This is an optimization exercise on Yosys and OpenROAD, whose aim is small area, a short achievable clock period and few clock cycles, not a production implementation. Where RTL was checked, it was by simulation tests only, not by an equivalence proof against the original. Power figures rest on the tool's default switching activity, not on a simulated workload.

Setup of the baseline:
## cpuCore
module cpuCore (
  input  logic        CLK,
  input  logic        RST,
  input  logic        en,
  input  logic        start,
  output logic [7:0]  instAddr,
  input  logic [15:0] inst,
  output logic [7:0]  dataAddr,
  output logic        dataWe,
  output logic [15:0] dataOut,
  input  logic [15:0] dataIn,
  output logic        running
);
Size in the first run: about 200 flip-flops, ~70 I/O pins, roughly 11000 sq um of cells after synthesis.
==> module cpuCore, before the edit <==
module cpuCore (
  input  logic        CLK,
  input  logic        RST,
  input  logic        en,
  input  logic        start,
  output logic [7:0]  instAddr,
  input  logic [15:0] inst,
  output logic [7:0]  dataAddr,
  output logic        dataWe,
  output logic [15:0] dataOut,
  input  logic [15:0] dataIn,
  output logic        running
);
  localparam logic [4:0] OP_HALT = 5'b00001, OP_LOAD = 5'b00010, OP_STORE = 5'b00011,
    OP_ADD = 5'b10000, OP_ADDI = 5'b10001, OP_SUB = 5'b10011, OP_SUBI = 5'b10100,
    OP_INC = 5'b10110, OP_LDIL = 5'b10111, OP_LDIH = 5'b11000, OP_XOR = 5'b11001,
    OP_AND = 5'b11010, OP_OR = 5'b11011;
  logic        runQ, haltedQ, resumed;
  logic [7:0]  pc;
  logic [15:0] regs [8];
  logic [7:0]  valid;   
  logic [15:0] opA, opB;
  logic [2:0]  eDest;
  logic [3:0]  eOff;
  logic        eWrites, eHalt, eStore, eInvB, eCin, eSra;
  logic        eSelSum, eLogDiff, eLogBoth, eSelShl, eSelShr, eSelLoad;
  logic [15:0] logicOut;
  logic [15:0] sum, shIn, shl, shr, res;
  logic [4:0]  fOp;
  logic [7:0]  fImm;
  logic [15:0] rA, rB, vA, nB, immValA, immValB;
  logic [7:0]  eWriting, usable, matchA, matchB;
  logic        fwdA, fwdB, immA, immB, bUsesD, fWrites;
  assign instAddr = pc;
  assign fOp  = inst[15:11];
  assign fImm = inst[7:0];
  assign bUsesD = (fOp == OP_STORE) || (fOp == OP_ADDI) || (fOp == OP_SUBI);
  assign immA   = (fOp == OP_ADDI) || (fOp == OP_SUBI) || (fOp == OP_LDIL) || (fOp == OP_LDIH);
  always_comb begin
    case (fOp)
      OP_ADDI: immValA = {8'h00, fImm};
      OP_SUBI: immValA = {8'hFF, ~fImm};
      default: immValA = 16'h0000;
    endcase
  end
  always_comb begin
    case (fOp)
      OP_LDIL: begin immB = 1'b1; immValB = {8'h00, fImm}; end
      OP_LDIH: begin immB = 1'b1; immValB = {fImm, 8'h00}; end
      OP_INC:  begin immB = 1'b1; immValB = 16'd0; end   
      default: begin immB = 1'b0; immValB = 16'd0; end
    endcase
  end
  always_comb begin
    for (int i = 0; i < 8; i++) begin
      eWriting[i] = runQ && eWrites && eDest == 3'(i);
      usable[i]   = valid[i] && !eWriting[i];
      matchA[i]   = inst[6:4] == 3'(i);
      matchB[i]   = bUsesD ? inst[10:8] == 3'(i) : inst[2:0] == 3'(i);
    end
  end
  assign fwdA = |(matchA & eWriting) && !immA;
  assign fwdB = |(matchB & eWriting) && !immB;
  always_comb begin
    rA = '0;
    rB = '0;
    for (int i = 0; i < 8; i++) begin
      rA = rA | ({16{matchA[i] && usable[i] && !immA}} & regs[i]);
      rB = rB | ({16{matchB[i] && usable[i] && !immB}} & regs[i]);
    end
  end
  assign vA = rA | ({16{immA}} & immValA) | ({16{fwdA}} & res);
  assign nB = rB | immValB | ({16{fwdB}} & res);
  assign fWrites = (fOp == OP_LOAD) || (fOp[4] && fOp != 5'b10010 && fOp != 5'b10101);
  always_ff @(posedge CLK) begin
    opA      <= vA;
    opB      <= nB;
    eDest    <= inst[10:8];
    eOff     <= inst[3:0];
    eWrites  <= fWrites;
    eHalt    <= (fOp == OP_HALT);
    eStore   <= (fOp == OP_STORE);
    eInvB    <= (fOp == OP_SUB);
    eCin     <= (fOp == OP_SUB) || (fOp == OP_SUBI) || (fOp == OP_INC);
    eSra     <= fOp[0] && fOp[4:1] == 4'b1111;
    eSelSum  <= (fOp == OP_ADD) || (fOp == OP_ADDI) || (fOp == OP_SUB) ||
                (fOp == OP_SUBI) || (fOp == OP_INC) || (fOp == OP_LDIL) || (fOp == OP_LDIH);
    eLogDiff <= (fOp == OP_XOR) || (fOp == OP_OR);
    eLogBoth <= (fOp == OP_AND) || (fOp == OP_OR);
    eSelShl  <= (fOp[4:1] == 4'b1110);
    eSelShr  <= (fOp[4:1] == 4'b1111);
    eSelLoad <= (fOp == OP_LOAD);
  end
  assign sum = opA + (opB ^ {16{eInvB}}) + {15'd0, eCin};
  always_comb begin
    for (int i = 0; i < 16; i++) begin
      shIn[i] = eSelShl ? opA[15-i] : opA[i];
    end
    shr = 16'($signed({eSra & opA[15], shIn}) >>> opB[3:0]);
    for (int i = 0; i < 16; i++) begin
      shl[i] = shr[15-i];
    end
  end
  assign logicOut = ((opA ^ opB) & {16{eLogDiff}}) | ((opA & opB) & {16{eLogBoth}});
  assign res = ({16{eSelSum}}  & sum) |
               logicOut |
               ({16{eSelShl}}  & shl) |
               ({16{eSelShr}}  & shr) |
               ({16{eSelLoad}} & dataIn);
  always_ff @(posedge CLK) begin
    if (runQ && eWrites) begin
      regs[eDest] <= res;
    end
  end
  always_ff @(posedge CLK or posedge RST) begin
    if (RST) begin
      valid <= '0;
    end else if (runQ && eWrites) begin
      valid[eDest] <= 1'b1;
    end
  end
  assign dataAddr = opA[7:0] + {4'h0, eOff};
  assign dataOut  = opB;
  assign dataWe   = runQ && eStore;
  assign running = runQ && !(eHalt && !resumed);
  always_ff @(posedge CLK or posedge RST) begin
    if (RST) begin
      runQ    <= 1'b0;
      haltedQ <= 1'b0;
      resumed <= 1'b0;
      pc      <= '0;
    end else begin
      resumed <= 1'b0;
      if (runQ) begin
        if (eHalt) begin
          runQ    <= 1'b0;
          haltedQ <= 1'b1;
        end else if (!en) begin
          runQ <= 1'b0;   
        end else begin
          pc <= pc + 8'd1;
        end
      end else if (en && start && !haltedQ) begin
        runQ    <= 1'b1;
        resumed <= 1'b1;
        pc      <= pc + 8'd1;
      end
    end
  end
endmodule
export LEC_CHECK = 0
export CAP_MARGIN = 20
export CORE_AREA = 5.06 5.44 215.41 214.88
export CTS_BUF_LIST = sky130_fd_sc_hd__clkbuf_4 sky130_fd_sc_hd__clkbuf_8
export DIE_AREA = 0 0 220.41 220.32
export SETUP_SLACK_MARGIN = 2.0
export SLEW_MARGIN = 20
export TNS_END_PERCENT = 25
create_clock -name core_clock -period 5.0 [get_ports {CLK}]
standard.sh (not shown) runs the stock make flow with config.mk's settings and CLKGATE_MAP_FILE= SYNTH_SCRIPT=/design/flow/synth_recipe.tcl, a recipe that flattens the netlist after the stock synthesis.
==> flow/flow/run.sh <==
#!/bin/bash
# Standard layout, with the port buffers made of sky130_fd_sc_hd__buf_1
# instead of the delay buffer buffer_ports picks by default.
set -euo pipefail
export BUFFER_PORTS_ARGS="-buffer_cell sky130_fd_sc_hd__buf_1"
bash standard.sh > standard.log 2>&1
The following lists how the candidate was set up differently from the baseline:
==> flow/design.v, changed modules only <==
module cpuCore (
  input  logic        CLK,
  input  logic        RST,
  input  logic        en,
  input  logic        start,
  output logic [7:0]  instAddr,
  input  logic [15:0] inst,
  output logic [7:0]  dataAddr,
  output logic        dataWe,
  output logic [15:0] dataOut,
  input  logic [15:0] dataIn,
  output logic        running
);
  localparam logic [4:0] OP_HALT = 5'b00001, OP_LOAD = 5'b00010, OP_STORE = 5'b00011,
    OP_ADD = 5'b10000, OP_ADDI = 5'b10001, OP_SUB = 5'b10011, OP_SUBI = 5'b10100,
    OP_INC = 5'b10110, OP_LDIL = 5'b10111, OP_LDIH = 5'b11000, OP_XOR = 5'b11001,
    OP_AND = 5'b11010, OP_OR = 5'b11011;
  logic        runQ, haltedQ, resumed;
  logic [7:0]  pc;
  logic [15:0] regs [8];
  logic [7:0]  valid;   
  logic [15:0] opA, opB;
  logic [2:0]  eDest;
  logic [3:0]  eOff;
  logic        eWrites, eHalt, eStore, eInvB, eCin, eSra;
  logic        eSelSum, eSelLog, eSelShl, eSelShr, eSelLoad;
  logic [3:0]  eTt, fTt;
  logic [15:0] logicOut;
  logic [15:0] sum, shIn, shl, shr, res;
  logic [4:0]  fOp;
  logic [7:0]  fImm;
  logic [15:0] rA, rB, vA, nB, immValA, immValB;
  logic [7:0]  eWriting, usable, matchA, matchB;
  logic        fwdA, fwdB, immA, immB, bUsesD, fWrites;
  assign instAddr = pc;
  assign fOp  = inst[15:11];
  assign fImm = inst[7:0];
  assign bUsesD = (fOp == OP_STORE) || (fOp == OP_ADDI) || (fOp == OP_SUBI);
  assign immA   = (fOp == OP_ADDI) || (fOp == OP_SUBI);
  assign immValA = (fOp == OP_SUBI) ? {8'hFF, ~fImm} : {8'h00, fImm};
  always_comb begin
    case (fOp)
      OP_LDIL: begin immB = 1'b1; immValB = {8'h00, fImm}; end
      OP_LDIH: begin immB = 1'b1; immValB = {fImm, 8'h00}; end
      OP_INC:  begin immB = 1'b1; immValB = 16'd1; end
      default: begin immB = 1'b0; immValB = 16'd0; end
    endcase
  end
  always_comb begin
    for (int i = 0; i < 8; i++) begin
      eWriting[i] = runQ && eWrites && eDest == 3'(i);
      usable[i]   = valid[i] && !eWriting[i];
      matchA[i]   = inst[6:4] == 3'(i);
      matchB[i]   = bUsesD ? inst[10:8] == 3'(i) : inst[2:0] == 3'(i);
    end
  end
  assign fwdA = |(matchA & eWriting) && !immA;
  assign fwdB = |(matchB & eWriting) && !immB;
  always_comb begin
    rA = '0;
    rB = '0;
    for (int i = 0; i < 8; i++) begin
      rA = rA | ({16{matchA[i] && usable[i] && !immA}} & regs[i]);
      rB = rB | ({16{matchB[i] && usable[i] && !immB}} & regs[i]);
    end
  end
  assign vA = rA | ({16{immA}} & immValA) | ({16{fwdA}} & res);
  assign nB = rB | immValB | ({16{fwdB}} & res);
  always_comb begin
    case (fOp)
      OP_XOR:  fTt = 4'b0110;
      OP_AND:  fTt = 4'b1000;
      OP_OR:   fTt = 4'b1110;
      default: fTt = 4'b1010;
    endcase
  end
  assign fWrites = (fOp == OP_LOAD) || (fOp[4] && fOp != 5'b10010 && fOp != 5'b10101);
  always_ff @(posedge CLK) begin
    opA      <= vA;
    opB      <= nB;
    eDest    <= inst[10:8];
    eOff     <= inst[3:0];
    eWrites  <= fWrites;
    eHalt    <= (fOp == OP_HALT);
    eStore   <= (fOp == OP_STORE);
    eInvB    <= (fOp == OP_SUB);
    eCin     <= (fOp == OP_SUB) || (fOp == OP_SUBI);
    eSra     <= fOp[0] && fOp[4:1] == 4'b1111;
    eSelSum  <= (fOp == OP_ADD) || (fOp == OP_ADDI) || (fOp == OP_SUB) ||
                (fOp == OP_SUBI) || (fOp == OP_INC);
    eSelLog  <= (fOp == OP_XOR) || (fOp == OP_AND) || (fOp == OP_OR) ||
                (fOp == OP_LDIL) || (fOp == OP_LDIH);
    eTt      <= fTt;
    eSelShl  <= (fOp[4:1] == 4'b1110);
    eSelShr  <= (fOp[4:1] == 4'b1111);
    eSelLoad <= (fOp == OP_LOAD);
  end
  assign sum = opA + (opB ^ {16{eInvB}}) + {15'd0, eCin};
  always_comb begin
    for (int i = 0; i < 16; i++) begin
      shIn[i] = eSelShl ? opA[15-i] : opA[i];
    end
    shr = 16'($signed({eSra & opA[15], shIn}) >>> opB[3:0]);
    for (int i = 0; i < 16; i++) begin
      shl[i] = shr[15-i];
    end
  end
  always_comb begin
    for (int i = 0; i < 16; i++) begin
      logicOut[i] = eTt[{opA[i], opB[i]}];
    end
  end
  assign res = ({16{eSelSum}}  & sum) |
               ({16{eSelLog}}  & logicOut) |
               ({16{eSelShl}}  & shl) |
               ({16{eSelShr}}  & shr) |
               ({16{eSelLoad}} & dataIn);
  always_ff @(posedge CLK) begin
    if (runQ && eWrites) begin
      regs[eDest] <= res;
    end
  end
  always_ff @(posedge CLK or posedge RST) begin
    if (RST) begin
      valid <= '0;
    end else if (runQ && eWrites) begin
      valid[eDest] <= 1'b1;
    end
  end
  assign dataAddr = opA[7:0] + {4'h0, eOff};
  assign dataOut  = opB;
  assign dataWe   = runQ && eStore;
  assign running = runQ && !(eHalt && !resumed);
  always_ff @(posedge CLK or posedge RST) begin
    if (RST) begin
      runQ    <= 1'b0;
      haltedQ <= 1'b0;
      resumed <= 1'b0;
      pc      <= '0;
    end else begin
      resumed <= 1'b0;
      if (runQ) begin
        if (eHalt) begin
          runQ    <= 1'b0;
          haltedQ <= 1'b1;
        end else if (!en) begin
          runQ <= 1'b0;   
        end else begin
          pc <= pc + 8'd1;
        end
      end else if (en && start && !haltedQ) begin
        runQ    <= 1'b1;
        resumed <= 1'b1;
        pc      <= pc + 8'd1;
      end
    end
  end
endmodule
Note that the count of cells resized by post-cts repair recorded for the candidate amounts to 0.63 times the value seen in the baseline. The candidate gives more clock power than the baseline did. Comparing number of ordinary inverters in the final layout for the baseline and the candidate, the smaller number came from the candidate. Comparing the baseline and the candidate, the lower cell depth of the worst flop-to-flop path is on the candidate. Diff the candidate..the baseline | initial antenna violation count | unchanged. The candidate vs. the baseline: proportion of cell area occupied by registers higher, cell area saw little to no change.
Testbench counts of the candidate, summed over its fixed seeds: cycles 9,192.
Function not checked in the baseline: the RTL went through the layout flow alone.

==> re-timing with driven ports <==
The flow's constraints put no driver on any port. The routed layouts listed below were extracted and timed again, unchanged, in two steps. Step 1 sets driving cells, clkbuf_16 on the clock port and buf_2 on the other inputs (assumed; they add their load-dependent delay and slew). Step 2, shift: input delay + t, output delay - t, t = (earliest + latest rising clock arrival at the registers) / 2. This alone moves slack from input paths to output paths. Three values: ideal ports, drivers, drivers and shift; two values: the first two.
run | t, ns | setup slack, ns | hold slack, ns
the baseline | 0.526 | 1.800 / 1.800 / 1.338 | 0.456 / 0.456 / 0.456
the candidate | 0.520 | 1.823 / 1.823 / 1.531 | 0.468 / 0.468 / 0.468
After both steps every run listed still meets setup and hold. The setup slack of the baseline, which loses most, moves by 0.000 ns with the drivers and by -0.462 ns with both steps.
